From an optimization exercise on the open Yosys and OpenROAD flow, aimed at small area, a short achievable clock period and few clock cycles per item; shortcuts taken in it are not production practice. Only simulation tests tie the RTL to the original design; equivalence was not proved.

==> design.v <==
module muldiv_unit (
    input  logic        clk,
    input  logic        rst,
    input  logic        start_i,
    input  logic [1:0]  op_i,
    input  logic [31:0] a_i,
    input  logic [31:0] b_i,
    input  logic        cancel_i,
    output logic        busy_o,
    output logic        done_o,
    output logic [31:0] hi_o,
    output logic [31:0] lo_o,
    output logic        divzero_o
);
    typedef enum logic [1:0] {IDLE = 2'd0, MUL = 2'd1, NORM = 2'd2, DIV = 2'd3} state_e;
    state_e       state_q;
    logic [4:0]   cnt_q;      
    logic [1:0]   last_q;     
    logic         hx_q;       
    logic [3:0]   one_q, two_q, bneg_q;   
    logic         ux_q;       
    logic         mlast_q;    
    logic [31:0]  hi_q, lo_q;
    logic [32:0]  d_q;        
    logic         sgn_q, negq_q, negr_q, negb_q, nsel_q, done_q, dz_q;
    function automatic logic [1:0] last_chunk(input logic [31:0] x, input logic sgn);
        logic [31:0] e;
        e = sgn ? (x ^ {32{x[31]}}) : x;
        if (e[31:8] == '0 && !(sgn && e[7]))        last_chunk = 2'd0;
        else if (e[31:16] == '0 && !(sgn && e[15])) last_chunk = 2'd1;
        else if (e[31:24] == '0 && !(sgn && e[23])) last_chunk = 2'd2;
        else                                        last_chunk = 2'd3;
    endfunction
    function automatic logic [5:0] clz(input logic [31:0] x);
        clz = 6'd32;
        for (int i = 0; i < 32; i++) if (x[i]) clz = 6'(31 - i);
    endfunction
    function automatic logic [5:0] mag_clz(input logic [31:0] x, input logic sgn);
        logic neg, pow2;
        neg  = sgn && x[31];
        pow2 = (x[30:0] & ~x[31:1]) == '0;
        mag_clz = clz(neg ? ~x : x) - 6'(neg && pow2);
    endfunction
    function automatic logic [31:0] cneg(input logic [31:0] x, input logic n);
        cneg = (x ^ {32{n}}) + 32'(n);
    endfunction
    function automatic logic [11:0] booth(input logic [8:0] x);
        logic [3:0] o, t, n;
        for (int i = 0; i < 4; i++) begin
            o[i] = x[2*i] ^ x[2*i+1];
            t[i] = (x[2*i+2] & ~x[2*i+1] & ~x[2*i]) | (~x[2*i+2] & x[2*i+1] & x[2*i]);
            n[i] = x[2*i+2] & ~(x[2*i+1] & x[2*i]);
        end
        booth = {o, t, n};
    endfunction
    function automatic logic [83:0] csa(input logic [41:0] x, input logic [41:0] y,
                                        input logic [41:0] z);
        logic [41:0] c;
        c   = (x & y) | (x & z) | (y & z);
        csa = {c[40:0], 1'b0, x ^ y ^ z};
    endfunction
    logic        sgn_s, div_s, swap_s, small_s, dz_s, accept_s;
    logic [1:0]  la_s, lb_s, lq_s;
    logic [5:0]  za_s, zb_s, sh_s;
    logic [31:0] q_s;
    always_comb begin
        accept_s = start_i && !cancel_i;
        sgn_s    = !op_i[0];
        div_s    = op_i[1];
        la_s     = last_chunk(a_i, sgn_s);
        lb_s     = last_chunk(b_i, sgn_s);
        swap_s   = la_s < lb_s;
        q_s      = swap_s ? a_i : b_i;
        lq_s     = swap_s ? la_s : lb_s;
        za_s     = mag_clz(a_i, sgn_s);
        zb_s     = mag_clz(b_i, sgn_s);
        small_s  = za_s > zb_s;
        sh_s     = zb_s - za_s;
        dz_s     = b_i == '0;
    end
    logic [41:0] op_s [6];
    logic [41:0] ss_s [4];
    logic [41:0] cs_s [4];
    logic [41:0] macc_s;
    logic [64:0] mfull_s;
    logic [63:0] mres_s;
    logic [34:0] row_s [4];
    always_comb begin
        for (int i = 0; i < 4; i++) begin
            row_s[i] = ((one_q[i] ? {{2{d_q[32]}}, d_q} : 35'd0)
                      | (two_q[i] ? {d_q[32], d_q, 1'b0} : 35'd0)) ^ {35{bneg_q[i]}};
        end
        op_s[0] = {{9{hx_q}}, hi_q};
        op_s[1] = {{7{row_s[0][34]}}, row_s[0]};
        op_s[2] = {{5{row_s[1][34]}}, row_s[1], 2'b00};
        op_s[3] = {{3{row_s[2][34]}}, row_s[2], 4'b0000};
        op_s[4] = {{1{row_s[3][34]}}, row_s[3], 6'b000000};
        op_s[5] = (ux_q ? {{1{d_q[32]}}, d_q, 8'd0} : 42'd0)
                | {35'd0, bneg_q[3], 1'b0, bneg_q[2], 1'b0, bneg_q[1], 1'b0, bneg_q[0]};
        {cs_s[0], ss_s[0]} = csa(op_s[0], op_s[1], op_s[2]);
        {cs_s[1], ss_s[1]} = csa(op_s[3], op_s[4], op_s[5]);
        {cs_s[2], ss_s[2]} = csa(ss_s[0], cs_s[0], ss_s[1]);
        {cs_s[3], ss_s[3]} = csa(ss_s[2], cs_s[2], cs_s[1]);
        macc_s  = ss_s[3] + cs_s[3];
        mfull_s = {macc_s[40:0], lo_q[31:8]};
        case (mlast_q ? last_q : 2'd3)
            2'd3:    mres_s = mfull_s[63:0];
            2'd2:    mres_s = {{7{mfull_s[64]}}, mfull_s[64:8]};
            2'd1:    mres_s = {{15{mfull_s[64]}}, mfull_s[64:16]};
            default: mres_s = {{23{mfull_s[64]}}, mfull_s[64:24]};
        endcase
    end
    logic [31:0] nhi_s, nlo_s;
    logic [32:0] mbs_s;
    always_comb begin
        nhi_s = cneg(hi_q, negr_q);
        nlo_s = nsel_q ? cneg(d_q[31:0], negb_q) : cneg(lo_q, negq_q);
        mbs_s = {nlo_s, 1'b0} << {cnt_q[4:1], 1'b0};
    end
    logic [33:0] df1_s, df2_s;
    logic [31:0] r1_s, r2_s;
    logic        ge1_s, ge2_s;
    always_comb begin
        df1_s = {2'b0, hi_q} - {1'b0, d_q};
        ge1_s = !df1_s[33];
        r1_s  = ge1_s ? df1_s[31:0] : hi_q;
        df2_s = {2'b0, r1_s} - {2'b0, d_q[32:1]};
        ge2_s = !df2_s[33];
        r2_s  = ge2_s ? df2_s[31:0] : r1_s;
    end
    assign busy_o    = !cancel_i && (start_i || (state_q != IDLE));
    assign done_o    = done_q;
    assign divzero_o = dz_q;
    assign hi_o      = nhi_s;
    assign lo_o      = nlo_s;
    always_ff @(posedge clk) begin
        if (rst) begin
            state_q <= IDLE;
            done_q  <= 1'b0;
            dz_q    <= 1'b0;
        end else begin
            done_q <= 1'b0;
            dz_q   <= 1'b0;
            case (state_q)
                IDLE: begin
                    if (accept_s) begin
                        if (!div_s) begin
                            state_q <= MUL;
                        end else if (dz_s || small_s) begin
                            done_q <= 1'b1;
                            dz_q   <= dz_s;
                        end else begin
                            state_q <= NORM;
                        end
                    end
                end
                MUL: begin
                    if (cancel_i) begin
                        state_q <= IDLE;
                    end else if (mlast_q) begin
                        done_q  <= 1'b1;
                        state_q <= IDLE;
                    end
                end
                NORM: begin
                    state_q <= cancel_i ? IDLE : DIV;
                end
                DIV: begin
                    if (cancel_i) begin
                        state_q <= IDLE;
                    end else if (cnt_q == 5'd1) begin
                        done_q  <= 1'b1;
                        state_q <= IDLE;
                    end
                end
                default: state_q <= IDLE;
            endcase
        end
    end
    always_ff @(posedge clk) begin
        case (state_q)
            IDLE: begin
                sgn_q   <= sgn_s;
                negb_q  <= sgn_s && b_i[31];
                negq_q  <= div_s && sgn_s && (a_i[31] ^ b_i[31]) && !small_s && !dz_s;
                negr_q  <= div_s && sgn_s && a_i[31] && !small_s && !dz_s;
                nsel_q  <= div_s && !small_s && !dz_s;
                hx_q    <= 1'b0;
                hi_q    <= div_s ? a_i : '0;
                lo_q    <= div_s ? {32{dz_s}} : q_s;
                d_q     <= div_s ? {1'b0, b_i}
                         : swap_s ? {sgn_s & b_i[31], b_i} : {sgn_s & a_i[31], a_i};
                last_q  <= lq_s;
                cnt_q   <= div_s ? (sh_s[4:0] | 5'd1) : 5'(lq_s);
                mlast_q <= lq_s == 2'd0;
                ux_q    <= lq_s == 2'd0 && !sgn_s && q_s[7];
                {one_q, two_q, bneg_q} <= booth({q_s[7:0], 1'b0});
            end
            MUL: begin
                {hi_q, lo_q} <= mres_s;
                hx_q         <= macc_s[40];
                cnt_q        <= cnt_q - 5'd1;
                mlast_q      <= cnt_q == 5'd1;
                ux_q         <= cnt_q == 5'd1 && !sgn_q && lo_q[15];
                {one_q, two_q, bneg_q} <= booth(lo_q[15:7]);
            end
            NORM: begin
                hi_q   <= nhi_s;
                d_q    <= mbs_s;
                nsel_q <= 1'b0;
            end
            DIV: begin
                hi_q  <= r2_s;
                lo_q  <= {lo_q[29:0], ge1_s, ge2_s};
                d_q   <= {2'b0, d_q[32:2]};
                cnt_q <= cnt_q - 5'd2;
            end
            default: ;
        endcase
    end
endmodule
==> run.sh <==
#!/bin/bash
# synth_recipe.tcl (not shown) runs the flow's synth.tcl, then flattens the netlist and writes it again
# the make line also repeats each setting of config.mk as NAME=value (left out here)
make -C /OpenROAD-flow-scripts/flow DESIGN_CONFIG=/design/flow/config.mk WORK_HOME=/design/flow/orfs CLKGATE_MAP_FILE= SYNTH_SCRIPT=/design/flow/synth_recipe.tcl finish
==> config.mk <==
export PLATFORM = sky130hd
export DESIGN_NAME = muldiv_unit
export DESIGN_NICKNAME = muldiv_unit
export VERILOG_FILES = /design/flow/design.v
export SDC_FILE = /design/flow/constraint.sdc
export NUM_CORES = 4
export LEC_CHECK = 0
export CAP_MARGIN = 20
export CORE_MARGIN = 2
export CORE_UTILIZATION = 50
export SETUP_SLACK_MARGIN = 4.5
export SLEW_MARGIN = 20
==> constraint.sdc <==
create_clock -name core_clock -period 10.5 [get_ports {clk}]
set_input_delay 2.1000 -clock core_clock [delete_from_list [all_inputs] [get_ports {clk}]]
set_output_delay 2.1000 -clock core_clock [all_outputs]
set_load 0.01 [all_outputs]
==> results by group, run 1 <==
Critical path
  • CP max FO: 9
  • WP data required: between 8000 and 9000 ps
  • Crit Reg-Reg Endpoint: hi_q[9]$_DFF_P_
  • Most frequent cell on the critical path: or4_4
  • Crit path buffers/inverters: 3
  • Top delay family on crit path: simple AND/OR/NAND/NOR gates
  • CP peak stage delay: around 560 ps
  • Reg2reg start: d_q[23]$_DFFE_PP_
  • Critical path, cell by cell: buf_8, or4_4, or4_4, a221o_1, buf_4, xnor2_1, nor2_1, a21o_2, clkdlybuf4s50_1
  • CP max-delay cell: or4_4
  • FF-to-FF setup slack: around 4600 ps
  • Crit path kind: flop to primary output
  • CP endpoint kind: primary output
  • Worst reg2reg path depth: 19
  • Worst setup SP type: flop
  • WP data arrival: 3900 ps

Cells and area
  • Final Cell Area: roughly 0.033 mm2
  • Final Instance Count excl. Fillers: roughly 4,500
  • Area Growth Syn to Fin: 14.8%
  • Share of layout cells above drive strength 1: roughly an eighth
  • Nets: about 4,100
  • Layout filler cell count: between 5,000 and 6,000
  • Final Util: between 50% and 60%

Hold path
  • Hold Startpoint: cnt_q[0]$_DFFE_PP_
  • Hold WC Path Type: flop to flop
  • WHS Endpoint: cnt_q[0]$_DFFE_PP_
  • Hold Path Depth: 1

Floorplan
  • Starting Density: 50.6%
  • Die extent in y: around 240 um
  • Core area: roughly 0.056 mm2
  • Ports: between 100 and 150
  • Row cnt: 87
  • Die area: around 0.059 mm2
  • Die X: between 200 and 250 um

Global routing
  • Vias in the first global route: between 30,000 and 40,000
  • Initial antenna violation count: 1
  • GRT Util Overall: between 40 and 50%
  • Remaining Overflow, GRT: 0
  • Largest net degree at the start of global routing: between 50 and 60
  • First-pass GRT wire length: 206 mm

Timing
  • Slew Limit Headroom: between 10% and 20%
  • Fin. Hold Viols: 0
  • Peak Freq: ~170 MHz
  • Setup TNS: 0 ps
  • Setup ws final: roughly 4500 ps
  • Slew at the pin closest to its max-slew limit: 1210 ps
  • Clock Skew: between 15 and 20 ps
  • Tcrit/Tclk final: 57.1%
  • Count of final setup violators: 0
  • Pins over their slew limit: 0
  • Hold_ws: just under 700 ps
  • RSZ-0062 raised after global routing: true
  • Tmin final: roughly 6000 ps

Clock tree
  • Clock Sink Count: between 100 and 150
  • CTS Buffer Depth: 2
  • CTS buffer count: 17
  • Root buf cell: clkbuf_16
  • Worst skew pair latency: ~490 ps
  • CTS H-tree lvls: 4
  • TritonCTS clock tree: built
  • Clock transition at path regs: roughly 70 ps

Synthesis
  • Syn avg cell area: roughly 7.6 um2
  • Cells after Synth: about 3,800
  • FF+latch count, synth: 128
  • Area leader, netlist: fa_1
  • Yosys warns: 5
  • Post-synth EDFFs: a little over 90
  • Syn Nets: between 4,000 and 5,000
  • Synth Cell Area: 0.0286 mm2
  • Main synth FF type: edfxtp_1
  • Top cells by count, synth: 282 x clkbuf_1, 270 x inv_1, 262 x nand2_1
  • Post-synth top area share: 9.87%
  • Top post-synthesis cells by area: fa_1 9.9%, edfxtp_1 9.7%, xnor2_1 7.7%
  • Share of synthesized registers carrying an async set or reset: 0%
  • Yosys cell types: 94
  • Count leader, synth: clkbuf_1
  • Post-synthesis sequential area ratio: between 10% and 20%

Placement
  • Final weighted congestion in routability-driven placement: 1.09
  • Dpl cell area: around 0.030 mm2
  • Hpwl dp: 105 mm
  • # placed instances: ~4,400
  • Placement Setup Slack: ~2400 ps
  • I/O Buffers: ~140

Drt
  • Via-to-Cell Ratio: roughly 7.2
  • Post-DRT Antenna Nets: 0
  • Vias after detailed routing: 32,800
  • DRT Wirelength: 143 mm
  • Number of DRC markers in iteration 0: roughly 5,300
  • DR WL/cell: around 31 um
  • # DRC: 0
  • 1st-pass router iterations: 14

Run status
  • Status: no timing/DRC/antenna violations

Flow run
  • Max-Cap Viols: 0
[worst register-to-register path: stages, from the launching register on]
cell	delay (ps)
edfxtp_1	560
buf_4	360
a22oi_1	170
xnor2_1	160
fa_1	500
inv_1	60
fa_1	540
inv_1	60
fa_1	440
ha_1	400
a21oi_1	270
o21ai_0	200
a31oi_1	280
o21ai_1	150
a2111oi_0	410
a21o_1	350
o31a_2	360
o21ai_0	180
a21oi_2	290
a211o_1	150
[sequential cells by signal, indices dropped and copies added, names as in the netlist]
register	flops
sgn_q	1
negr_q	1
ux_q	1
bneg_q	4
hi_q	32
mlast_q	1
last_q	2
state_q	2
done_q	1
nsel_q	1
cnt_q	5
hx_q	1
two_q	4
dz_q	1
negb_q	1
negq_q	1
lo_q	32
d_q	33
one_q	4
[how the worst max path moves through the flow]
stage | cells past startpoint | endpoint | slack, ps | start
CTS | 25 | hi_q[7]$_DFF_P_ | 4450 | d_q[16]$_DFFE_PP_
floorplan | 24 | negq_q$_DFFE_PP_ | 4500 | op_i[0]
detailed placement | 23 | negq_q$_DFFE_PP_ | 2400 | op_i[0]
global placement | 23 | negq_q$_DFFE_PP_ | 2470 | op_i[0]
finish | 9 | lo_o[20] | 4500 | lo_q[8]$_DFFE_PP_
global route | 26 | hi_q[26]$_DFF_P_ | 4350 | d_q[9]$_DFFE_PP_
[logic make-up after synthesis]
group / Yosys count / share of synthesized area [%]
xor gates and xnor gates: 347 / 10.6
AOI/OAI and AO/OA: 1243 / 29.4
muxes: 144 / 5.36
DFF: 128 / 12.2
buffers and inverters: 608 / 8.07
adders and majority gates: 292 / 16.5
and+or+nand+nor: 1014 / 17.9
[per-layer routing]
metal	track usage, %	up-vias	wire length [um]
met5	0	-	0
met4	37.7	0	14800
met3	13.8	718	18300
met2	70.7	2615	60400
met1	54.7	15700	49500
li1	-	13900	-
[cells in the final DEF (no fill, tap or decap), types with 19 or more instances in the layout]
cell type | synthesis | final
mux2i_1 | 107 | 100
and2_1 | 55 | 53
nor2_1 | 234 | 225
ha_1 | 151 | 129
clkbuf_2 | 0 | 20
mux2_2 | 33 | 33
edfxtp_1 | 92 | 92
clkdlybuf4s50_1 | 0 | 70
nand3_1 | 112 | 111
a221oi_1 | 30 | 24
a22oi_1 | 168 | 166
a21oi_1 | 256 | 233
a211oi_1 | 34 | 28
nand2_1 | 262 | 256
nor2b_1 | 37 | 33
nand4_1 | 43 | 43
buf_4 | 0 | 140
o22ai_1 | 66 | 64
dlygate4sd2_1 | 0 | 19
dfxtp_1 | 36 | 34
o21a_1 | 32 | 32
xnor2_1 | 252 | 235
nand2b_1 | 39 | 38
and3_1 | 36 | 33
a21o_1 | 47 | 46
inv_1 | 270 | 252
o21ai_1 | 22 | 38
buf_6 | 1 | 19
or3_1 | 31 | 29
nor4_1 | 25 | 21
o211ai_1 | 48 | 48
a31oi_1 | 43 | 42
fa_1 | 141 | 140
nor3_1 | 49 | 46
o21ai_0 | 214 | 193
o31ai_1 | 23 | 20
o221ai_1 | 36 | 34
a221o_1 | 21 | 21
xor2_1 | 95 | 87
[final cells by class]
type                    instances  area [um2]  share of cell area, %
clock buffers                  18         429                   1.31
diodes                          1        2.50                0.00763
repair buffers                306        2730                   8.32
flip-flops and latches        128        3490                   10.6
multi-input cells            3042       23900                   72.9
clock inverters                14         180                  0.549
inverters                     279        1100                   3.37
well taps                     756         946                   2.88
repair inverters                2        12.5                 0.0381
[repair_timing]
| item | CTS | global route |
|---|---|---|
| pin swaps | 16 | 33 |
| endpoints found under the setup margin | 159 | 93 |
| cloned | 4 | 1 |
| setup buffers | 51 | 43 |
| hold buffers | 0 | 0 |
| resized for setup | 223 | 223 |
Testbench counts, summed over its fixed seeds: cycles 9,455, items 2,400.
==> run 2: changes to the inputs <==
--- a/config.mk
+++ b/config.mk
@@ -5,6 +5,7 @@
 export SDC_FILE = /design/flow/constraint.sdc
 export NUM_CORES = 4
 export LEC_CHECK = 0
+export ABC_AREA = 1
 export CAP_MARGIN = 20
 export CORE_MARGIN = 2
 export CORE_UTILIZATION = 50
==> run 2 against run 1 <==
Compared with the run above: first-iteration DRC count decreased by 24%; global-route usage fell by 3.7 points; critical path depth is 31 higher; utilization rose by 1.9 points; register-to-register slack better by 110 ps; via count down 6.5%; non-clock buffer count increased by 12; still clean on timing, DRC and antenna; maximum frequency fell by 1.9%.
==> results by group, run 2 <==
Run status
  • Status: no timing/DRC/antenna violations (unchanged)

Synthesis
  • Cells after Synth: 4,055 (was 3,776)
  • Share of synthesized registers carrying an async set or reset: 0% (unchanged)
  • Main synth FF type: edfxtp_1 (unchanged)
  • Post-synthesis sequential area ratio: 12.8% (was 12.2%)
  • FF+latch count, synth: 128 (unchanged)
  • Top cells by count, synth: 840 x nand2_1, 555 x inv_1, 281 x nor2_1, 281 x o21ai_0, 269 x xor2_1 (was 282 x clkbuf_1, 270 x inv_1, 262 x nand2_1)
  • Syn avg cell area: 6.70 um2 (was 7.57 um2)
  • Count leader, synth: nand2_1 (was clkbuf_1)
  • Post-synth EDFFs: 92 (unchanged)
  • Syn Nets: 4,417 (was 4,138)
  • Yosys cell types: 77 (was 94)
  • Top post-synthesis cells by area: nand2_1 12%, fa_1 10%, edfxtp_1 10% (was fa_1 9.9%, edfxtp_1 9.7%, xnor2_1 7.7%)
  • Area leader, netlist: nand2_1 (was fa_1)
  • Synth Cell Area: 0.0272 mm2 (was 0.0286 mm2)
  • Yosys warns: 5 (unchanged)
  • Post-synth top area share: 11.6% (was 9.87%)

Drt
  • Vias after detailed routing: 30,700 (was 32,800)
  • DR WL/cell: 25.6 um (was 31.4 um)
  • Number of DRC markers in iteration 0: 4,034 (was 5,283)
  • Post-DRT Antenna Nets: 0 (unchanged)
  • # DRC: 0 (unchanged)
  • Via-to-Cell Ratio: 6.22 (was 7.22)
  • DRT Wirelength: 126 mm (was 143 mm)
  • 1st-pass router iterations: 7 (was 14)

Cells and area
  • Area Growth Syn to Fin: 18.9% (was 14.8%)
  • Layout filler cell count: 5,287 (was 5,256)
  • Final Cell Area: 0.0323 mm2 (was 0.0328 mm2)
  • Top flop regs: d_q (33), hi_q (32), lo_q (32) (unchanged)
  • Commonest non-fill, non-tap cell in the layout: nand2_1 (unchanged)
  • Largest register FFs: 33 (unchanged)
  • Nets: 4,590 (was 4,138)
  • Largest reg by FF count: d_q (unchanged)
  • Share of layout cells above drive strength 1: 12.6% (was 13.0%)
  • Most frequent cells in the layout: 810 x nand2_1, 532 x inv_1, 268 x nor2_1, 253 x xor2_1, 250 x o21ai_0 (was 256 x nand2_1, 252 x inv_1, 235 x xnor2_1, 233 x a21oi_1, 225 x nor2_1)

Global routing
  • Vias in the first global route: 27,700 (was 31,100)
  • GRT Util Overall: 42.9% (was 46.6%)
  • Largest net degree at the start of global routing: 70 (was 58)
  • First-pass GRT wire length: 179 mm (was 206 mm)
  • Remaining Overflow, GRT: 0 (unchanged)
  • Initial antenna violation count: 4 (was 1)

Critical path
  • WP data arrival: 6540 ps (was 3900 ps)
  • CP peak stage delay: 750 ps (was 560 ps)
  • Worst setup SP type: input pin (was flop)
  • Crit path kind: input pin to flop (was flop to primary output)
  • CP endpoint kind: flop (was primary output)
  • Most frequent cell on the critical path: nand2_1 (was or4_4)
  • WP data required: 10,920 ps (was 8400 ps)
  • CP max-delay cell: clkdlybuf4s50_1 (was or4_4)
  • CP max FO: 5 (was 9)

Clock tree
  • Hold_buf cts: 0 (unchanged)
  • Root buf cell: clkbuf_16 (unchanged)
  • CTS buffer count: 17 (unchanged)
  • Clock Sink Count: 128 (unchanged)
  • Clock transition at path regs: 70 ps (about the same)
  • CTS H-tree lvls: 4 (unchanged)
  • TritonCTS clock tree: built (unchanged)
  • Worst skew pair latency: 480 ps (was 490 ps)
  • CTS Buffer Depth: 2 (unchanged)

Timing
  • Setup TNS: 0 ps (unchanged)
  • Fin. Hold Viols: 0 (unchanged)
  • Peak Freq: 164 MHz (was 167 MHz)
  • RSZ-0062 raised after global routing: true (unchanged)
  • Tcrit/Tclk final: 58.2% (was 57.1%)
  • Setup ws final: 4390 ps (was 4500 ps)
  • Slew at the pin closest to its max-slew limit: 1010 ps (was 1210 ps)
  • Slew Limit Headroom: 32.3% (was 18.4%)
  • Count of final setup violators: 0 (unchanged)
  • Clock Skew: 16.5 ps (was 16.7 ps)
  • Tmin final: 6110 ps (was 6000 ps)
  • Pins over their slew limit: 0 (unchanged)

Hold path
  • Hold WC Path Type: flop to flop (unchanged)

Floorplan
  • Core area: 0.0538 mm2 (was 0.0565 mm2)
  • Die extent in y: 237 um (was 243 um)
  • Die X: 237 um (was 243 um)
  • Starting Density: 50.5% (was 50.6%)
  • Row cnt: 85 (was 87)
  • Die area: 0.0562 mm2 (was 0.0591 mm2)
  • Ports: 137 (unchanged)

Placement
  • Placement Setup Slack: 2540 ps (was 2400 ps)
  • Hpwl dp: 95.8 mm (was 105 mm)
  • Final weighted congestion in routability-driven placement: 1.01 (was 1.09)
  • I/O Buffers: 136 (unchanged)
  • Dpl cell area: 0.0291 mm2 (was 0.0303 mm2)

Flow run
  • Max-Cap Viols: 0 (unchanged)
==> run 2: logic make-up after synthesis <==
family,synth area share [%]
AOI/OAI and AO/OA,22.2
xor gates and xnor gates,13.6
muxes,0.147
and+or+nand+nor,22.4
DFF,12.8
buffers and inverters,11.5
adders and majority gates,17.3
==> run 2: metal layers <==
metal	GRT usage (%)	vias to the layer above	routed length, um
li1	-	13900	-
met1	60.8	14400	51500
met2	60.3	2043	50700
met3	11.8	331	17000
met4	19.6	4	7000
met5	0	-	27
==> run 2: what timing repair did <==
item	in CTS	in global routing
setup endpoints to repair	144	93
setup buffers	47	72
gates cloned	9	8
pin swaps	32	67
resized for setup	201	182
==> run 2: critical path, delay by kind of cell <==
kind,cells,cell delay [ps]
buf+inv,4,940
xor+xnor,1,250
simple gates,29,2270
compound gates,4,530
fa+ha+maj,2,480
==> run 2: worst paths after layout <==
| kind | from | end | slack [ps] | cells past startpoint |
|---|---|---|---|---|
| setup / recovery | b_i[10] | dz_q$_SDFF_PP0_ | 4390 | 40 |
| hold / removal | lo_q[5]$_DFFE_PP_ | lo_q[7]$_DFFE_PP_ | 600 | 2 |
| hold reg to reg | lo_q[5]$_DFFE_PP_ | lo_q[7]$_DFFE_PP_ | 600 | 2 |
| setup reg to reg | one_q[2]$_DFFE_PN_ | hi_q[7]$_DFF_P_ | 4670 | 23 |
==> run 2: final cells by class <==
| cell class | count | area, um2 | share of cell area, % |
|---|---|---|---|
| Inverter | 610 | 2370 | 7.33 |
| Timing Repair inverter | 1 | 5.00 | 0.0155 |
| Sequential cell | 128 | 3480 | 10.8 |
| Multi-Input combinational cell | 3152 | 21800 | 67.5 |
| Clock buffer | 17 | 425 | 1.32 |
| Clock inverter | 15 | 190 | 0.589 |
| Antenna cell | 1 | 2.50 | 0.00775 |
| Tap cell | 696 | 871 | 2.70 |
| Timing Repair Buffer | 318 | 3160 | 9.79 |
==> run 2: metrics by stage <==
stage / util (%) / hold WS, ps / instances
3_5_place_dp: 54.0 / 581 / 4769
4_1_cts: 57.4 / 598 / 4857
2_1_floorplan: - / 548 / 4055
6_report: 60.0 / 600 / 4938
5_1_grt: 60.0 / 625 / 4937
3_3_place_gp: 54.0 / 575 / 4769
==> run 3: changes to the inputs <==
--- a/config.mk
+++ b/config.mk
@@ -5,9 +5,8 @@
 export SDC_FILE = /design/flow/constraint.sdc
 export NUM_CORES = 4
 export LEC_CHECK = 0
-export ABC_AREA = 1
 export CAP_MARGIN = 20
 export CORE_MARGIN = 2
 export CORE_UTILIZATION = 50
-export SETUP_SLACK_MARGIN = 4.5
+export SETUP_SLACK_MARGIN = 4.25
 export SLEW_MARGIN = 20
==> run 3 against run 2 <==
Compared with the run above: non-clock buffer count down 26; via count up 6.8%; wire length up 14%; still clean on timing, DRC and antenna; highest routed layer unchanged; die area up 5.2%; final cell count down 8.2%.
==> results by group, run 3 <==
Cells and area
  • Most frequent cells in the layout: 260 x inv_1, 259 x nand2_1, 244 x a21oi_1, 240 x xnor2_1, 227 x nor2_1 (was 810 x nand2_1, 532 x inv_1, 268 x nor2_1, 253 x xor2_1, 250 x o21ai_0)
  • Final Cell Area: 0.0324 mm2 (was 0.0323 mm2)
  • Layout filler cell count: 5,270 (was 5,287)
  • Area Growth Syn to Fin: 13.2% (was 18.9%)
  • Top flop regs: d_q (33), hi_q (32), lo_q (32) (unchanged)
  • Share of layout cells above drive strength 1: 10.4% (was 12.6%)
  • Largest register FFs: 33 (unchanged)
  • Commonest non-fill, non-tap cell in the layout: inv_1 (was nand2_1)
  • Seq. cell area: 0.00348 mm2 (about the same)
  • Area of the multi-input gates: 0.0235 mm2 (was 0.0218 mm2)
  • Nets: 4,122 (was 4,590)
  • Largest reg by FF count: d_q (unchanged)

Timing
  • Clock Skew: 19.6 ps (was 16.5 ps)
  • Setup TNS: 0 ps (unchanged)
  • Count of final setup violators: 0 (unchanged)
  • Slew Limit Headroom: 20.7% (was 32.3%)
  • RSZ-0062 raised after global routing: true (unchanged)
  • Fin. Hold Viols: 0 (unchanged)
  • Slew at the pin closest to its max-slew limit: 1190 ps (was 1010 ps)
  • Peak Freq: 161 MHz (was 164 MHz)
  • Pins over their slew limit: 0 (unchanged)
  • Tcrit/Tclk final: 59.1% (was 58.2%)
  • Tmin final: 6210 ps (was 6110 ps)

Synthesis
  • Yosys warns: 5 (unchanged)
  • Area leader, netlist: fa_1 (was nand2_1)
  • Count leader, synth: clkbuf_1 (was nand2_1)
  • Yosys cell types: 94 (was 77)
  • Post-synth top area share: 9.87% (was 11.6%)
  • Syn Nets: 4,138 (was 4,417)
  • FF+latch count, synth: 128 (unchanged)
  • Top post-synthesis cells by area: fa_1 9.9%, edfxtp_1 9.7%, xnor2_1 7.7% (was nand2_1 12%, fa_1 10%, edfxtp_1 10%)
  • Synth Cell Area: 0.0286 mm2 (was 0.0272 mm2)
  • Share of synthesized registers carrying an async set or reset: 0% (unchanged)
  • Main synth FF type: edfxtp_1 (unchanged)
  • Syn avg cell area: 7.57 um2 (was 6.70 um2)
  • Post-synthesis sequential area ratio: 12.2% (was 12.8%)
  • Post-synth EDFFs: 92 (unchanged)
  • Cells after Synth: 3,776 (was 4,055)
  • Top cells by count, synth: 282 x clkbuf_1, 270 x inv_1, 262 x nand2_1 (was 840 x nand2_1, 555 x inv_1, 281 x nor2_1, 281 x o21ai_0, 269 x xor2_1)

Floorplan
  • Die area: 0.0591 mm2 (was 0.0562 mm2)
  • Die X: 243 um (was 237 um)
  • Starting Density: 50.6% (was 50.5%)
  • Row cnt: 87 (was 85)
  • Die extent in y: 243 um (was 237 um)
  • Ports: 137 (unchanged)
  • Core area: 0.0565 mm2 (was 0.0538 mm2)

Critical path
  • Top delay family on crit path: compound AO/OA/AOI/OAI gates (was simple AND/OR/NAND/NOR gates)
  • Crit path buffers/inverters: 5 (was 4)
  • CP peak stage delay: 550 ps (was 750 ps)
  • Worst setup SP type: flop (was input pin)
  • CP endpoint kind: flop (unchanged)
  • WP data arrival: 6560 ps (was 6540 ps)
  • CP max FO: 14 (was 5)
  • CP max-delay cell: fa_1 (was clkdlybuf4s50_1)
  • WP data required: 10,850 ps (was 10,920 ps)
  • Crit path kind: flop to flop (was input pin to flop)
  • Critical path, cell by cell: buf_4, buf_4, a22oi_1, xnor2_1, fa_1, inv_1, fa_1, fa_1, inv_1, ha_1, a2111oi_1, o21ai_1, nand4_1, buf_4, a21oi_1, o211ai_1, a21o_1, o21ai_0, xor2_2, a211oi_1, o21ai_1

Placement
  • Hpwl dp: 106 mm (was 95.8 mm)
  • Dpl cell area: 0.0302 mm2 (was 0.0291 mm2)
  • I/O Buffers: 136 (unchanged)
  • Final weighted congestion in routability-driven placement: 1.09 (was 1.01)

Drt
  • DR WL/cell: 31.7 um (was 25.6 um)
  • Post-DRT Antenna Nets: 0 (unchanged)
  • # DRC: 0 (unchanged)
  • Number of DRC markers in iteration 0: 5,154 (was 4,034)
  • DRT Wirelength: 144 mm (was 126 mm)
  • Via-to-Cell Ratio: 7.24 (was 6.22)
  • 1st-pass router iterations: 9 (was 7)
  • Vias after detailed routing: 32,800 (was 30,700)

Clock tree
  • Clock Sink Count: 128 (unchanged)
  • TritonCTS clock tree: built (unchanged)
  • Hold_buf cts: 0 (unchanged)
  • Worst skew pair latency: 500 ps (was 480 ps)
  • CTS H-tree lvls: 4 (unchanged)
  • Root buf cell: clkbuf_16 (unchanged)
  • CTS Buffer Depth: 2 (unchanged)
  • Clock transition at path regs: 80 ps (was 70 ps)
  • CTS buffer count: 17 (unchanged)

Run status
  • Status: no timing/DRC/antenna violations (unchanged)

Global routing
  • First-pass GRT wire length: 208 mm (was 179 mm)
  • Vias in the first global route: 31,400 (was 27,700)
  • Initial antenna violation count: 9 (was 4)
  • Largest net degree at the start of global routing: 58 (was 70)
  • Remaining Overflow, GRT: 0 (unchanged)
  • GRT Util Overall: 47.2% (was 42.9%)

Flow run
  • Max-Cap Viols: 0 (unchanged)

Hold path
  • Hold WC Path Type: flop to flop (unchanged)
## run 3: layer usage
metal	vias to the layer above	wire (um)	GRT usage, %
li1	13800	-	-
met1	15500	49700	55.7
met2	2697	59800	69.8
met3	749	19000	14.6
met4	10	15200	39.5
met5	-	77	0
## run 3: area by class of cell
type	instances	share of cell area [%]
flip-flops and latches	128	10.8
diodes	2	0.0155
clock buffers	17	1.31
repair buffers	292	8.40
clock inverters	15	0.507
well taps	756	2.92
multi-input cells	3041	72.7
inverters	279	3.35
repair inverters	1	0.0232
## run 3: per-stage QoR
step	hold slack, ps	worst slack (ps)	util [%]	instances
after floorplan	546	4270	-	3776
after global placement	599	2420	53.5	4407
after detailed placement	607	2220	53.5	4407
after CTS	637	4180	55.7	4484
after global routing	660	4190	57.3	4529
final	693	4290	57.3	4531
## run 3: path summary, 6_finish.rpt
| kind | startpoint | to | slack [ps] | cells after the start |
|---|---|---|---|---|
| max | d_q[4]$_DFFE_PP_ | hi_q[21]$_DFF_P_ | 4290 | 21 |
| min | sgn_q$_DFFE_PP_ | ux_q$_DFFE_PN_ | 690 | 1 |
| max reg2reg | d_q[4]$_DFFE_PP_ | hi_q[21]$_DFF_P_ | 4290 | 21 |
| min reg2reg | sgn_q$_DFFE_PP_ | ux_q$_DFFE_PN_ | 690 | 1 |
## run 3: worst reg2reg max path: stages, from the launching register on
cell and delay [ps]:
edfxtp_1 440, buf_4 180, buf_4 190, a22oi_1 280
xnor2_1 140, fa_1 550, inv_1 50, fa_1 480
fa_1 550, inv_1 40, ha_1 450, a2111oi_1 140
o21ai_1 170, nand4_1 300, buf_4 240, a21oi_1 310
o211ai_1 190, a21o_1 220, o21ai_0 310, xor2_2 220
a211oi_1 510, o21ai_1 110
## run 3: logic make-up after synthesis
kind of cell | count (synthesis) | share of synthesized area, %
DFF | 128 | 12.2
AOI/OAI and AO/OA | 1243 | 29.4
muxes | 144 | 5.36
xor gates and xnor gates | 347 | 10.6
and+or+nand+nor | 1014 | 17.9
buffers and inverters | 608 | 8.07
adders and majority gates | 292 | 16.5
## run 3: timing repair
action / in CTS / in global routing
pin swaps: 11 / 18
gates resized for setup: 113 / 180
gates cloned: 2 / 2
setup buffers: 43 / 43
hold endpoints to repair: 0 / 0
endpoints found under the setup margin: 151 / 92
==> run 4: changes to the inputs <==
--- a/config.mk
+++ b/config.mk
@@ -8,5 +8,6 @@
 export CAP_MARGIN = 20
 export CORE_MARGIN = 2
 export CORE_UTILIZATION = 50
-export SETUP_SLACK_MARGIN = 4.25
+export PLACE_DENSITY = 0.72
+export SETUP_SLACK_MARGIN = 4.5
 export SLEW_MARGIN = 20
==> run 4 against run 3 <==
Compared with the run above: still clean; non-clock buffer count up 13; wire length down 6.2%; global-route usage down 2.8 points; count of clock-buffer cells in the layout up 1.
==> results by group, run 4 <==
Cells and area
  • Layout filler cell count: 5,279 (was 5,270)
  • Top flop regs: d_q (33), hi_q (32), lo_q (32) (unchanged)
  • Final Instance Count excl. Fillers: 4,545 (was 4,531)
  • Largest reg by FF count: d_q (unchanged)
  • Largest register FFs: 33 (unchanged)
  • Most frequent cells in the layout: 259 x nand2_1, 257 x inv_1, 235 x a21oi_1, 235 x xnor2_1, 226 x nor2_1 (was 260 x inv_1, 259 x nand2_1, 244 x a21oi_1, 240 x xnor2_1, 227 x nor2_1)
  • Share of layout cells above drive strength 1: 11.9% (was 10.4%)
  • Seq. cell area: 0.00348 mm2 (unchanged)
  • Final Cell Area: 0.0327 mm2 (was 0.0324 mm2)
  • Area Growth Syn to Fin: 14.2% (was 13.2%)
  • Area of the multi-input gates: 0.0237 mm2 (was 0.0235 mm2)
  • Final Util: 57.8% (was 57.3%)
  • Nets: 4,136 (was 4,122)
  • Commonest non-fill, non-tap cell in the layout: nand2_1 (was inv_1)

Floorplan
  • Die area: 0.0591 mm2 (unchanged)
  • Die extent in y: 243 um (unchanged)
  • Core area: 0.0565 mm2 (unchanged)
  • Ports: 137 (unchanged)
  • Starting Density: 50.6% (unchanged)
  • Row cnt: 87 (unchanged)
  • Die X: 243 um (unchanged)

Synthesis
  • Synth Cell Area: 0.0286 mm2 (unchanged)
  • Synth Area in Compound Gates: 29.4% (unchanged)
  • Top cells by count, synth: 282 x clkbuf_1, 270 x inv_1, 262 x nand2_1 (unchanged)
  • Yosys warns: 5 (unchanged)
  • Post-synthesis adder-cell area fraction: 16.5% (unchanged)
  • Post-synth top area share: 9.87% (unchanged)
  • Yosys cell types: 94 (unchanged)
  • Simple-gate area share of the yosys netlist: 17.9% (unchanged)
  • Main synth FF type: edfxtp_1 (unchanged)
  • Syn avg cell area: 7.57 um2 (unchanged)
  • Post-synthesis sequential area ratio: 12.2% (unchanged)
  • Post-synthesis xor/xnor area fraction: 10.6% (unchanged)
  • Count leader, synth: clkbuf_1 (unchanged)
  • Cells after Synth: 3,776 (unchanged)
  • FF+latch count, synth: 128 (unchanged)
  • Proportion of synthesized area in mux cells: 5.36% (unchanged)
  • Share of synthesized registers carrying an async set or reset: 0% (unchanged)
  • Post-synth EDFFs: 92 (unchanged)
  • Syn Nets: 4,138 (unchanged)
  • Area leader, netlist: fa_1 (unchanged)
  • Top post-synthesis cells by area: fa_1 9.9%, edfxtp_1 9.7%, xnor2_1 7.7% (unchanged)
  • Largest family of logic cells by synthesized area: compound AO/OA/AOI/OAI gates (unchanged)

Drt
  • 1st-pass router iterations: 10 (was 9)
  • Number of DRC markers in iteration 0: 5,280 (was 5,154)
  • Via-to-Cell Ratio: 7.13 (was 7.24)
  • DRT Wirelength: 135 mm (was 144 mm)
  • # DRC: 0 (unchanged)
  • Vias after detailed routing: 32,400 (was 32,800)
  • DR WL/cell: 29.7 um (was 31.7 um)
  • Post-DRT Antenna Nets: 0 (unchanged)

Global routing
  • Largest net degree at the start of global routing: 61 (was 58)
  • First-pass GRT wire length: 197 mm (was 208 mm)
  • GRT Util Overall: 44.4% (was 47.2%)
  • Initial antenna violation count: 3 (was 9)
  • Remaining Overflow, GRT: 0 (unchanged)
  • Vias in the first global route: 29,600 (was 31,400)

Critical path
  • WP data arrival: 4020 ps (was 6560 ps)
  • CP peak stage delay: 590 ps (was 550 ps)
  • Crit path buffers/inverters: 5 (unchanged)
  • Crit Reg-Reg Endpoint: hi_q[7]$_DFF_P_ (was hi_q[21]$_DFF_P_)
  • Reg2reg start: d_q[1]$_DFFE_PP_ (was d_q[4]$_DFFE_PP_)
  • Worst reg2reg path depth: 25 (was 21)
  • Top delay family on crit path: buffers and inverters (was compound AO/OA/AOI/OAI gates)
  • CP max-delay cell: clkdlybuf4s50_1 (was fa_1)
  • CP endpoint: lo_o[20] (was hi_q[21]$_DFF_P_)
  • Crit path kind: flop to primary output (was flop to flop)
  • Worst setup SP type: flop (unchanged)
  • CP max FO: 12 (was 14)
  • Critical path, cell by cell: buf_6, and4_1, nand4_1, buf_4, a221oi_4, buf_4, buf_4, nand2_1, xnor2_1, a21o_1, clkdlybuf4s50_1 (was buf_4, buf_4, a22oi_1, xnor2_1, fa_1, inv_1, fa_1, fa_1, inv_1, ha_1, a2111oi_1, o21ai_1, nand4_1, buf_4, a21oi_1, o211ai_1, a21o_1, o21ai_0, xor2_2, a211oi_1, o21ai_1)
  • WP depth: 11 (was 21)
  • FF-to-FF setup slack: 4510 ps (was 4290 ps)
  • Most frequent cell on the critical path: buf_4
  • CP endpoint kind: primary output (was flop)
  • WP data required: 8400 ps (was 10,850 ps)
  • CP startpoint: d_q[11]$_DFFE_PP_ (was d_q[4]$_DFFE_PP_)

Hold path
  • Hold Startpoint: sgn_q$_DFFE_PP_ (unchanged)
  • Hold WC Path Type: flop to flop (unchanged)

Placement
  • I/O Buffers: 136 (unchanged)
  • Hpwl dp: 98.9 mm (was 106 mm)
  • # placed instances: 4,409 (was 4,407)
  • Dpl cell area: 0.0302 mm2 (about the same)
  • Final weighted congestion in routability-driven placement: 1.05 (was 1.09)

Timing
  • RSZ-0062 raised after global routing: true (unchanged)
  • Tcrit/Tclk final: 58.3% (was 59.1%)
  • Setup TNS: 0 ps (unchanged)
  • Peak Freq: 163 MHz (was 161 MHz)
  • Tmin final: 6120 ps (was 6210 ps)
  • Slew Limit Headroom: 27.5% (was 20.7%)
  • Clock Skew: 16.8 ps (was 19.6 ps)
  • Fin. Hold Viols: 0 (unchanged)
  • Slew at the pin closest to its max-slew limit: 1090 ps (was 1190 ps)
  • Count of final setup violators: 0 (unchanged)
  • Pins over their slew limit: 0 (unchanged)

Clock tree
  • CTS Buffer Depth: 2 (unchanged)
  • CTS H-tree lvls: 4 (unchanged)
  • Clock transition at path regs: 70 ps (was 80 ps)
  • CTS buffer count: 17 (unchanged)
  • Clock Sink Count: 128 (unchanged)
  • Root buf cell: clkbuf_16 (unchanged)
  • TritonCTS clock tree: built (unchanged)
  • Worst skew pair latency: 500 ps (about the same)

Flow run
  • Max-Cap Viols: 0 (unchanged)

Run status
  • Status: no timing/DRC/antenna violations (unchanged)
## run 4: what timing repair did
| item | CTS | global route |
|---|---|---|
| resized for setup | 155 | 203 |
| gates cloned | 4 | 1 |
| buffers inserted | 61 | 36 |
| hold buffers | 0 | 0 |
| setup endpoints to repair | 155 | 100 |
| pin swaps | 27 | 35 |
## run 4: metal layers
layer	share of wire, %	GRT usage [%]	wire (um)	vias up
met3	13	12.9	17900	625
li1	-	-	-	13900
met5	0	0	0	-
met1	36	56.1	49000	15200
met2	40	63.2	54600	2670
met4	9.9	34.5	13400	0
## run 4: per-stage QoR
stage,hold slack (ps),setup slack [ps]
after CTS,644,4420
after floorplan,546,4500
after detailed placement,637,2500
final,653,4380
after global placement,640,2550
after global routing,655,4400
## run 4: cell type report
class                           count  share of cell area (%)
Antenna cell                        3                  0.0230
Clock buffer                       18                    1.31
Clock inverter                     13                   0.433
Inverter                          279                    3.33
Multi-Input combinational cell   3042                    72.6
Sequential cell                   128                    10.7
Tap cell                          756                    2.90
Timing Repair Buffer              305                    8.66
Timing Repair inverter              1                  0.0230
## run 4: cell families (layout without fill, tap and decap cells)
logic type,after synthesis,count (layout)
other cells,0,3
xor+xnor,347,347
flops,128,128
fa+ha+maj,292,292
buf+inv,608,616
compound gates,1243,1243
mux,144,144
simple gates,1014,1016
## run 4: worst min-delay path by stage
stage | to | cells past startpoint
2_1_floorplan | ux_q$_DFFE_PN_ | 1
3_3_place_gp | ux_q$_DFFE_PN_ | 1
3_5_place_dp | ux_q$_DFFE_PN_ | 1
4_1_cts | ux_q$_DFFE_PN_ | 1
5_1_grt | ux_q$_DFFE_PN_ | 1
6_report | ux_q$_DFFE_PN_ | 1
==> run 5: changes to the inputs <==
--- a/config.mk
+++ b/config.mk
@@ -5,9 +5,8 @@
 export SDC_FILE = /design/flow/constraint.sdc
 export NUM_CORES = 4
 export LEC_CHECK = 0
-export CAP_MARGIN = 20
+export CAP_MARGIN = 10
 export CORE_MARGIN = 2
 export CORE_UTILIZATION = 50
-export PLACE_DENSITY = 0.72
 export SETUP_SLACK_MARGIN = 4.5
-export SLEW_MARGIN = 20
+export SLEW_MARGIN = 10
==> run 5 against run 4 <==
Compared with the run above: maximum frequency grew 0.22%; critical path depth grew 9; critical path type is now flop to flop; sequential share of layout area shrank 0.079 points; hold slack gained 32 ps; final cell count grew 0.40%; wire length grew 6.6%; count of clock-buffer cells in the layout shrank 1; via count grew 1.5%; largest cell class unchanged.
==> results by group, run 5 <==
Cells and area
  • Most frequent cells in the layout: 254 x nand2_1, 247 x inv_1, 233 x xnor2_1, 232 x a21oi_1, 225 x nor2_1 (was 259 x nand2_1, 257 x inv_1, 235 x a21oi_1, 235 x xnor2_1, 226 x nor2_1)
  • Largest reg by FF count: d_q (unchanged)
  • Nets: 4,149 (was 4,136)
  • Largest register FFs: 33 (unchanged)
  • Commonest non-fill, non-tap cell in the layout: nand2_1 (unchanged)
  • Top flop regs: d_q (33), hi_q (32), lo_q (32) (unchanged)
  • Layout filler cell count: 5,317 (was 5,279)
  • Share of layout cells above drive strength 1: 13.4% (was 11.9%)
  • Area Growth Syn to Fin: 15.2% (was 14.2%)
  • Final Util: 58.3% (was 57.8%)

Timing
  • Tmin final: 6110 ps (was 6120 ps)
  • Fin. Hold Viols: 0 (unchanged)
  • Tcrit/Tclk final: 58.2% (was 58.3%)
  • Peak Freq: 164 MHz (was 163 MHz)
  • Slew at the pin closest to its max-slew limit: 1200 ps (was 1090 ps)
  • RSZ-0062 raised after global routing: true (unchanged)
  • Count of final setup violators: 0 (unchanged)
  • Slew Limit Headroom: 19.5% (was 27.5%)
  • Pins over their slew limit: 0 (unchanged)
  • Setup TNS: 0 ps (unchanged)
  • Clock Skew: 22.4 ps (was 16.8 ps)

Hold path
  • Hold Startpoint: sgn_q$_DFFE_PP_ (unchanged)
  • Hold WC Path Type: flop to flop (unchanged)

Critical path
  • WP data required: 10,850 ps (was 8400 ps)
  • CP max FO: 34 (was 12)
  • Reg2reg start: one_q[2]$_DFFE_PN_ (was d_q[1]$_DFFE_PP_)
  • CP peak stage delay: 550 ps (was 590 ps)
  • Critical path, cell by cell: clkbuf_8, a22oi_1, xnor2_1, fa_1, inv_1, fa_1, fa_1, inv_1, ha_1, a2111oi_2, o21ai_1, nand4_1, a21oi_1, o22ai_2, o21ai_0, xnor2_2, buf_4, o22ai_1, o21ai_1, nand3_1 (was buf_6, and4_1, nand4_1, buf_4, a221oi_4, buf_4, buf_4, nand2_1, xnor2_1, a21o_1, clkdlybuf4s50_1)
  • WP data arrival: 6460 ps (was 4020 ps)
  • CP endpoint kind: flop (was primary output)
  • Top delay family on crit path: compound AO/OA/AOI/OAI gates (was buffers and inverters)
  • Most frequent cell on the critical path: fa_1 (was buf_4)
  • CP max-delay cell: fa_1 (was clkdlybuf4s50_1)
  • Worst setup SP type: flop (unchanged)
  • Crit path kind: flop to flop (was flop to primary output)
  • Crit path buffers/inverters: 4 (was 5)
  • CP startpoint: one_q[2]$_DFFE_PN_ (was d_q[11]$_DFFE_PP_)

Floorplan
  • Die extent in y: 243 um (unchanged)
  • Die X: 243 um (unchanged)
  • Core area: 0.0565 mm2 (unchanged)
  • Starting Density: 50.6% (unchanged)
  • Row cnt: 87 (unchanged)
  • Ports: 137 (unchanged)
  • Die area: 0.0591 mm2 (unchanged)

Global routing
  • Vias in the first global route: 30,800 (was 29,600)
  • Largest net degree at the start of global routing: 58 (was 61)
  • GRT Util Overall: 46.7% (was 44.4%)
  • Remaining Overflow, GRT: 0 (unchanged)
  • Initial antenna violation count: 3 (unchanged)
  • First-pass GRT wire length: 206 mm (was 197 mm)

Synthesis
  • Post-synth top area share: 9.87% (unchanged)
  • Top post-synthesis cells by area: fa_1 9.9%, edfxtp_1 9.7%, xnor2_1 7.7% (unchanged)
  • Share of synthesized registers carrying an async set or reset: 0% (unchanged)
  • Count leader, synth: clkbuf_1 (unchanged)
  • Cells after Synth: 3,776 (unchanged)
  • Syn avg cell area: 7.57 um2 (unchanged)
  • Post-synthesis sequential area ratio: 12.2% (unchanged)
  • Main synth FF type: edfxtp_1 (unchanged)
  • FF+latch count, synth: 128 (unchanged)
  • Top cells by count, synth: 282 x clkbuf_1, 270 x inv_1, 262 x nand2_1 (unchanged)
  • Syn Nets: 4,138 (unchanged)
  • Yosys cell types: 94 (unchanged)
  • Post-synth EDFFs: 92 (unchanged)
  • Yosys warns: 5 (unchanged)
  • Area leader, netlist: fa_1 (unchanged)
  • Synth Cell Area: 0.0286 mm2 (unchanged)

Placement
  • I/O Buffers: 136 (unchanged)
  • Hpwl dp: 105 mm (was 98.9 mm)
  • Final weighted congestion in routability-driven placement: 1.09 (was 1.05)

Clock tree
  • Root buf cell: clkbuf_16 (unchanged)
  • CTS Buffer Depth: 2 (unchanged)
  • Clock transition at path regs: 70 ps (about the same)
  • Worst skew pair latency: 500 ps (about the same)
  • TritonCTS clock tree: built (unchanged)
  • CTS H-tree lvls: 4 (unchanged)
  • Clock Sink Count: 128 (unchanged)
  • CTS buffer count: 17 (unchanged)

Drt
  • Vias after detailed routing: 32,900 (was 32,400)
  • DR WL/cell: 31.5 um (was 29.7 um)
  • Number of DRC markers in iteration 0: 5,353 (was 5,280)
  • DRT Wirelength: 144 mm (was 135 mm)
  • Via-to-Cell Ratio: 7.20 (was 7.13)
  • # DRC: 0 (unchanged)
  • 1st-pass router iterations: 13 (was 10)
  • Post-DRT Antenna Nets: 0 (unchanged)

Run status
  • Status: no timing/DRC/antenna violations (unchanged)

Flow run
  • Max-Cap Viols: 0 (unchanged)
run 5: cell counts after synthesis:
No cell type changed its count.
run 5: routing by layer:
layer	part of all wire, %	vias up	track usage, %	routed length, um
met5	0.033	-	0	47
met4	10	4	37.5	14800
met3	13	737	13.9	18800
met2	42	2592	70.9	60700
met1	34	15700	54.8	49600
li1	-	13900	-	-
run 5: kinds of logic after synthesis:
kind of cell	share of synthesized area, %
simple gates	17.9
flops	12.2
buf+inv	8.07
xor+xnor	10.6
mux	5.36
fa+ha+maj	16.5
compound gates	29.4
run 5: worst paths after layout:
kind,depth (start not counted),slack (ps),to
max,20,4390,hi_q[19]$_DFF_P_
min,1,680,ux_q$_DFFE_PN_
max reg2reg,20,4390,hi_q[19]$_DFF_P_
min reg2reg,1,680,ux_q$_DFFE_PN_
run 5: area by class of cell:
cell class / instances / area, um2 / area share (%)
flip-flops and latches: 128 / 3490 / 10.6
multi-input cells: 3042 / 23900 / 72.6
diodes: 7 / 17.5 / 0.0532
repair inverters: 1 / 7.51 / 0.0228
inverters: 279 / 1100 / 3.34
clock buffers: 17 / 425 / 1.29
clock inverters: 15 / 128 / 0.388
repair buffers: 318 / 2900 / 8.82
well taps: 756 / 946 / 2.87
run 5: metrics by stage:
step | setup WS, ps | instance area, um2 | instances | hold WS, ps
global placement | 2470 | 30300 | 4413 | 653
detailed placement | 2410 | 30300 | 4413 | 643
CTS | 4500 | 31900 | 4504 | 656
floorplan | 4500 | 28600 | 3776 | 546
finish | 4390 | 32900 | 4563 | 685
global route | 4350 | 32900 | 4556 | 692
run 5: what timing repair did:
item                                    4_1_cts  5_1_grt
endpoints found under the setup margin      160       98
cloned                                        3        2
pin swaps                                    17       45
hold buffers                                  0        0
setup buffers                                56       50
gates resized for setup                     223      222

-- static timing again, ports no longer ideal --
In the flow no input, the clock included, has a driving cell. The finished layouts below were timed again as built, in two steps. Step 1 (the two cells are an assumption about what drives the block):
set clk [get_ports {clk}]
set_driving_cell -lib_cell sky130_fd_sc_hd__clkbuf_16 $clk
set_driving_cell -lib_cell sky130_fd_sc_hd__buf_2 [delete_from_list [all_inputs] $clk]
Step 2 adds t to the input delays and takes it off the output delays; t is the mean of the earliest and latest rising clock arrival at the registers after step 1. Input paths then give back, and output paths get back, about the clock's delay inside the block. Three values: no drivers, after step 1, after step 2; two values: the first two.
run | t (ns) | slack for setup (ns) | worst setup path after step 2
run 1 | 0.541 | 4.500 / 4.436 / 4.108 | input to register
run 2 | 0.529 | 4.385 / 4.359 / 3.890 | input to register
run 3 | 0.551 | 4.291 / 4.249 / 3.854 | input to register
run 4 | 0.546 | 4.378 / 4.324 / 4.024 | input to register
run 5 | 0.546 | 4.392 / 4.392 / 4.024 | input to register
After both steps setup and hold are still met in every run listed. The setup slack of run 2, which loses most, moves by -0.026 ns with the drivers and by -0.495 ns with both steps.
